Background: an optimization exercise with open tools, aiming at small area, a short achievable clock period and few clock cycles per item. Do not read the settings as production practice.
Only simulation tests tie the RTL to the original design; equivalence was not proved.

==> flow/design.v, too long to show whole: its modules and the start of the top module <==
// module fir_csa: 7 lines
// module fir_symm_tdm: 1182 lines
module fir_symm_tdm (
  input  logic        clk,
  input  logic        rst,
  input  logic        clear,
  input  logic        in_valid,
  output logic        in_ready,
  input  logic [15:0] in_data,
  input  logic        coef_we,
  input  logic [5:0]  coef_addr,
  input  logic [17:0] coef_wdata,
  output logic        out_valid,
  output logic [15:0] out_data,
  output logic        out_sat
);
  // ...
==> flow/run.sh <==
#!/bin/bash
# synth_recipe.tcl (not shown) runs the flow's synth.tcl, then flattens the netlist and writes it again
# the make line also repeats each setting of config.mk as NAME=value (left out here)
make -C /OpenROAD-flow-scripts/flow DESIGN_CONFIG=/design/flow/config.mk WORK_HOME=/design/flow/orfs CLKGATE_MAP_FILE= SYNTH_SCRIPT=/design/flow/synth_recipe.tcl finish
==> flow/config.mk <==
export PLATFORM = sky130hd
export DESIGN_NAME = fir_symm_tdm
export DESIGN_NICKNAME = fir_symm_tdm
export VERILOG_FILES = /design/flow/design.v
export SDC_FILE = /design/flow/constraint.sdc
export NUM_CORES = 4
export LEC_CHECK = 0
export CAP_MARGIN = 20
export CORE_MARGIN = 2
export CORE_UTILIZATION = 35
export SLEW_MARGIN = 20
export SYNTH_HIERARCHICAL = 1
export SYNTH_MINIMUM_KEEP_SIZE = 0
==> flow/constraint.sdc <==
create_clock -name core_clock -period 12.0 [get_ports {clk}]
set_input_delay 2.4000 -clock core_clock [delete_from_list [all_inputs] [get_ports {clk}]]
set_output_delay 2.4000 -clock core_clock [all_outputs]
set_load 0.01 [all_outputs]
==> reports/metrics.yaml, run 1 <==
logic_synthesis:
  synth_top_family_by_area: "adder cells"
  synth-main-ff-cell: "edfxtp_1"
  yosys_warnings: 7
  ys_top_cells_by_count: "fa_1, xnor2_1, a22oi_1"
sta:
  hold_violations: 0
  setup_tns_ps: 0
  worstMarginPinSlew_ps: 1353
setup_path:
  crit_start: "clear"
  slowest_stage: "clkdlybuf4s50_1"
  crit_chain: "clkdlybuf4s50_1, nor3b_4, clkdlybuf4s50_1"
  reg2regPathDepth: 8
  worstSetupEndpointType: "output port"
global_routing:
  use_met1: 0.3581
  grt_max_degree: 192
  grt.busiest_layer: "met2"
  overflow: 0
final_layout:
  drive_above_1_share: 0.06115
  fillers: 137500
  layout_commonest_cell: "fa_1"
  regMostFlops: "x_q"
  clock_buffers: 762
  multi_input_gates: 32740
placed_design:
  place_ws_ps: 5660
floorplanning:
  io_pins: 64
  rows: 438
  num_tap_cells: 18920
route:
  avgRoutedWirePerCell_um: 31.96
  ant_nets: 1
status:
  violations: "antenna rules"
  status: "complete, but fails checks"
hold_path:
  holdPathStages: 0
Testbench counts, summed over its fixed seeds: cycles 560, items 512.
==> run 2: changes to the inputs <==
--- a/flow/design.v
+++ b/flow/design.v
@@ -49,44 +49,61 @@
       out_valid <= 1'b0;
     end else begin
       v_q[0]    <= accept;
       for (int i = 1; i < 5; i++) v_q[i] <= v_q[i-1] && !clear;
       out_valid <= v_q[4] && !clear;
     end
   end
   logic [101:0][15:0] x_q;
-  logic [50:0][17:0]  c_q;
+  logic [50:0][8:0][2:0] cb;
   always_ff @(posedge clk) begin
     if (shift) x_q <= {x_q[100:0], (rdy_q ? in_data : 16'd0)};
   end
-  logic [17:0] cw;
-  assign cw = coef_wdata & {18{~rst}};
+  logic        wr_q, rz_q;
+  logic [5:0]  wa_q;
+  logic [17:0] wd_q;
+  always_ff @(posedge clk or posedge rst) begin
+    if (rst) wr_q <= 1'b0;
+    else     wr_q <= coef_we;
+  end
+  always_ff @(posedge clk) begin
+    rz_q <= rst;
+    wa_q <= coef_addr;
+    wd_q <= coef_wdata;
+  end
+  logic [8:0][2:0] wb;    
+  logic [18:0] wx;
+  assign wx = {wd_q, 1'b0};
+  for (genvar j = 0; j < 9; j++) begin : g_wrec
+    logic b0, b1, b2;
+    assign b0 = wx[2*j];
+    assign b1 = wx[2*j+1];
+    assign b2 = wx[2*j+2];
+    assign wb[j][0] = ~rz_q & (b1 ^ b0);                               
+    assign wb[j][1] = ~rz_q & ((b2 & ~b1 & ~b0) | (~b2 & b1 & b0));    
+    assign wb[j][2] = ~rz_q & b2 & ~(b1 & b0);                         
+  end
   for (genvar i = 0; i < 51; i++) begin : g_coef
     always_ff @(posedge clk) begin
-      if (rst || (coef_we && coef_addr == 6'(i))) c_q[i] <= cw;
+      if (rz_q || (wr_q && wa_q == 6'(i))) cb[i] <= wb;
     end
   end
   logic [8:0][17:0][50:0] pp;    
   logic [8:0][50:0] ng;              
   for (genvar k = 0; k < 51; k++) begin : g_tap
     logic signed [16:0] s;
     logic [18:0] sx;
-    logic [18:0] cx;
     always_ff @(posedge clk) s <= $signed(x_q[k]) + $signed(x_q[101-k]);
     assign sx = {s[16], s, 1'b0};           
-    assign cx = {c_q[k], 1'b0};
     for (genvar j = 0; j < 9; j++) begin : g_dig
-      logic b0, b1, b2, one, two, neg;
-      assign b0  = cx[2*j];
-      assign b1  = cx[2*j+1];
-      assign b2  = cx[2*j+2];
-      assign one = b1 ^ b0;
-      assign two = (b2 & ~b1 & ~b0) | (~b2 & b1 & b0);
-      assign neg = b2 & ~(b1 & b0);
+      logic one, two, neg;
+      assign one = cb[k][j][0];
+      assign two = cb[k][j][1];
+      assign neg = cb[k][j][2];
       assign ng[j][k] = neg;
       for (genvar i = 0; i < 18; i++) begin : g_bit
         logic p;
         assign p = ((one & sx[i+1]) | (two & sx[i])) ^ neg;
         if (i == 17) assign pp[j][i][k] = ~p;
         else assign pp[j][i][k] = p;
       end
     end
==> flow/flow/run.sh (new file) <==
#!/bin/bash
# The standard layout (standard.sh), with two changes to how the layout is made:
#  - the port buffers are buf_4 cells (buffer_ports -buffer_cell) instead of the slow
#    default, so the combinational clear/rst -> in_ready path and the input paths are short;
#  - more antenna-repair iterations after detailed routing.
# The make output goes to make_finish.log; ORFS writes each tool's log under orfs/logs.
set -euo pipefail
bash standard.sh \
  "BUFFER_PORTS_ARGS=-buffer_cell sky130_fd_sc_hd__buf_4" \
  "MAX_REPAIR_ANTENNAS_ITER_DRT=10" \
  finish > make_finish.log 2>&1
==> flow/standard.sh (new file) <==
#!/bin/bash
# synth_recipe.tcl (not shown) runs the flow's synth.tcl, then flattens the netlist and writes it again
# the make line also repeats each setting of config.mk as NAME=value (left out here)
make -C /OpenROAD-flow-scripts/flow DESIGN_CONFIG=/design/flow/config.mk WORK_HOME=/design/flow/orfs CLKGATE_MAP_FILE= SYNTH_SCRIPT=/design/flow/synth_recipe.tcl "${@:-finish}"
==> flow/config.mk (replaced) <==
export PLATFORM = sky130hd
export DESIGN_NAME = fir_symm_tdm
export DESIGN_NICKNAME = fir_symm_tdm
export VERILOG_FILES = /design/flow/design.v
export SDC_FILE = /design/flow/constraint.sdc
export NUM_CORES = 4
export LEC_CHECK = 0
export CAP_MARGIN = 20
export CORE_MARGIN = 2
export CORE_UTILIZATION = 40
export SLEW_MARGIN = 20
export SYNTH_HIERARCHICAL = 1
export SYNTH_MINIMUM_KEEP_SIZE = 0
removed: flow/run.sh
==> reports/metrics.yaml, run 2 <==
setup_path:
  critical_path_class: "primary input to output port"  # unchanged
  worstSetupEndpointType: "output port"  # unchanged
  reg2regPathDepth: 7  # was 8
  cp_top_family: "buffers and inverters"  # unchanged
  cp.arrival_ps: 2930  # was 3940 ps
  crit_top_cell: "buf_4"  # was clkdlybuf4s50_1
  worstPathRequired_ps: 9600  # about the same
  worstSetupStartpointType: "primary input"  # unchanged
  crit_buf_inv: 2  # unchanged
  crit_chain: "buf_4, nor3b_4, buf_4"  # was clkdlybuf4s50_1, nor3b_4, clkdlybuf4s50_1
  worst-path-stages: 3  # unchanged
  critPathMaxFanout: 14  # unchanged
  r2r_slack_ps: 7020  # was 6590 ps
  slowest_delay_ps: 210  # was 680 ps
  slowest_stage: "nor3b_4"  # was clkdlybuf4s50_1
clock_tree:
  cts_tree: "done"  # unchanged
  clk_latency_ps: 1260  # was 1250 ps
  cts_setup_buffers: 0  # unchanged
  cts.clk_slew.worst_paths_ps: 60  # about the same
  cts_hold_buf: 0  # unchanged
  post_cts_resized: 0  # unchanged
  clk_path_buf_depth: 5  # unchanged
  root_buffer: "clkbuf_16"  # unchanged
  cts.sinks: 5273  # was 4788
  cts_buffers: 654  # was 592
  htree_levels: 6  # unchanged
logic_synthesis:
  synth_nets: 49620  # was 52850
  syn_inst: 40000  # was 42830
  synth_area_per_cell_um2: 12.39  # was 11.65 um2
  ys_top_cells_by_count: "fa_1, xnor2_1, a22oi_1"  # unchanged
  syn_area_mm2: 0.4955  # was 0.4991 mm2
  synth_seq_area_share: 0.2740  # was 0.2433
  synth-main-ff-cell: "edfxtp_1"  # unchanged
  synth_area_leaders: "fa_1, edfxtp_1, xnor2_1"  # unchanged
  synth_edf_count: 3009  # was 2550
  synth_top_area_frac: 0.3516  # was 0.3491
  yosys_warnings: 7  # unchanged
  yosysMostFrequentCell: "fa_1"  # unchanged
  ys_ff_latch: 5273  # was 4788
  yosys.area.top_type: "fa_1"  # unchanged
  async_reset_ff_frac: 0.002845  # was 0.002924
  synth.distinct_cells: 72  # was 78
route:
  met3_length_mm: 240.3  # was 251.0 mm
  wl_met2_mm: 841.1  # was 797.4 mm
  wl_met1_mm: 736.0  # was 754.5 mm
  drc_errors: 0  # unchanged
  dr.pass1.iters: 9  # unchanged
  avgRoutedWirePerCell_um: 36.03  # was 31.96 um
  num_vias: 346000  # was 354700
  ant_nets: 0  # was 1
  drt-initial-drc-count: 49670  # was 49330
  avgViaCountPerCell: 6.363  # was 5.900
  top_layer: "met5"  # unchanged
  wl_mm: 1959  # was 1922 mm
final_layout:
  fillers: 112800  # was 137500
  reg.largest.list: "x_q: 1632 flops, cb: 1377 flops, g_tap.s: 867 flops"  # was x_q: 1632 flops, c_q: 918 flops, g_tap.s: 867 flops
  regMostFlops: "x_q"  # unchanged
  drive_above_1_share: 0.05708  # was 0.06115
  final_nets: 46590  # was 50520
  syn_to_final_growth_pct: 7.051  # was 7.692%
  largest_reg_flops: 1632  # unchanged
  final_cell_mix: "fa_1, xnor2_1, a22oi_1, edfxtp_1, dfxtp_1"  # unchanged
  postLayoutCellArea_mm2: 0.5304  # was 0.5375 mm2
  layout_commonest_cell: "fa_1"  # unchanged
  stdcell_count: 54380  # was 60130
floorplanning:
  design.core.area_mm2: 1.234  # was 1.422 mm2
  start_util: 0.4014  # was 0.3510
  dieArea_mm2: 1.248  # was 1.436 mm2
  dieWidth_mm: 1.117  # was 1.198 mm
  rows: 408  # was 438
  io_pins: 64  # unchanged
  die_h_mm: 1.117  # was 1.198 mm
sta:
  slew_headroom: 0.1514  # was 0.09277
  fin_crit_sh: 0.4443  # was 0.5285
  fin_ws_ps: 6669  # was 5658 ps
  finalSetupViolCount: 0  # unchanged
  hold_violations: 0  # unchanged
  fmax_mhz: 187.6  # was 157.7 MHz
  maxSlewViolCount: 0  # unchanged
  fin_crit_ps: 5332  # was 6342 ps
  whs_ps: 261.1  # was 328.4 ps
  rsz0062_at_grt: "no"  # unchanged
  clock_skew_ps: 155.3  # was 152.5 ps
  worstMarginPinSlew_ps: 1273  # was 1353 ps
placed_design:
  portBuffers: 63  # unchanged
  detailed_place_hpwl_mm: 1512  # was 1501 mm
  place_ws_ps: 6208  # was 5660 ps
  gp_congestion: 1.043  # was 0.9938
  postPlaceCellArea_mm2: 0.5054  # was 0.5163 mm2
  dp.cells: 52630  # was 58820
hold_path:
  hold_class: "flop to flop"  # unchanged
  holdPathStages: 0  # unchanged
global_routing:
  grt_pass1_vias: 346000  # was 345200
  grt_util_all_layers: 0.3087  # was 0.2609
  antenna_found_initial: 176  # was 109
  overflow: 0  # unchanged
  grt_max_degree: 179  # was 192
  grt_pass1_wl_mm: 2748  # was 2700 mm
flow_run:
  drv_cap: 0  # unchanged
status:
  status: "no timing/DRC/antenna violations"  # was complete, but fails checks
run 2: worst register-to-register path, delay by kind of cell, from the launching register on:
family / cells / cell delay (ps)
xor gates and xnor gates: 1 / 340
DFF: 1 / 880
adders and majority gates: 5 / 3450
AOI/OAI and AO/OA: 1 / 250
run 2: per-stage QoR:
step           setup TNS [ps]  utilization
6_report                    0       0.4297
4_1_cts                     0       0.4276
5_1_grt                     0       0.4292
3_3_place_gp                0       0.4092
2_1_floorplan        -4306650            -
3_5_place_dp                0       0.4095
run 2: final cells by class:
type	count	area, um2	share of cell area
Inverter	162	608.1	0.001146
Clock inverter	356	4089	0.007709
Tap cell	16400	20520	0.03868
Sequential cell	5273	135800	0.2560
Timing Repair Buffer	825	7377	0.01391
Multi-Input combinational cell	30050	342600	0.6459
Antenna cell	451	1129	0.002128
Clock buffer	858	18360	0.03460
run 2: logic make-up (layout without fill, tap and decap cells):
logic type                 Yosys count  count (layout)  synth area share
and+or+nand+nor                   2209            2209           0.02043
xor gates and xnor gates          8830            8830            0.1561
adders and majority gates         9575            9575            0.3736
AOI/OAI and AO/OA                 9438            9438            0.1404
buffers and inverters             4675            2201           0.03542
DFF                               5273            5273            0.2740
other                                0             451                 0
muxes                                2               2        0.00004040
run 2: per-layer routing:
layer,global-route usage,vias up
li1,-,133200
met1,0.4099,182700
met2,0.4460,25340
met3,0.09013,4695
met4,0.1879,52
met5,0.001524,-
run 2: path summary, 6_finish.rpt:
path                                start        to
max in group asynchronous             rst   fl_q[5]
min reg2reg                       r5_0[0]  r11_0[0]
max reg2reg                g_tap[23].s[0]   r5_1[1]
min in group asynchronous             rst    v_q[0]
max                                 clear  in_ready
min                               r5_0[0]  r11_0[0]
Testbench counts of run 2, summed over its fixed seeds: cycles 560, items 512.

==> re-timing with driven ports <==
No port has a modelled driver above. Below, the same layouts with a new extraction and two added sets of constraints. Step 1 (the two cells are an assumption about what drives the block):
set clk [get_ports {clk}]
set_driving_cell -lib_cell sky130_fd_sc_hd__clkbuf_16 $clk
set_driving_cell -lib_cell sky130_fd_sc_hd__buf_2 [delete_from_list [all_inputs] $clk]
Step 2 moves the port delays by t, midway between the first and last clock arrival at a register: inputs arrive t later, outputs are due t later. That takes back most of the time a late clock gives input paths. Slacks: ideal / step 1 / step 2; pairs: ideal / step 1.
| run | t, ns | setup WS [ns] | worst setup path at the end | worst register clock-pin slew, ns |
|---|---|---|---|---|
| run 1 | 1.333 | 5.658 / 5.638 / 5.057 | input to register | 0.08 / 0.08 |
| run 2 | 1.344 | 6.668 / 6.648 / 6.164 | input to register | 0.08 / 0.08 |
The setup slack of run 1, which loses most, moves by -0.020 ns with the drivers and by -0.601 ns with both steps.
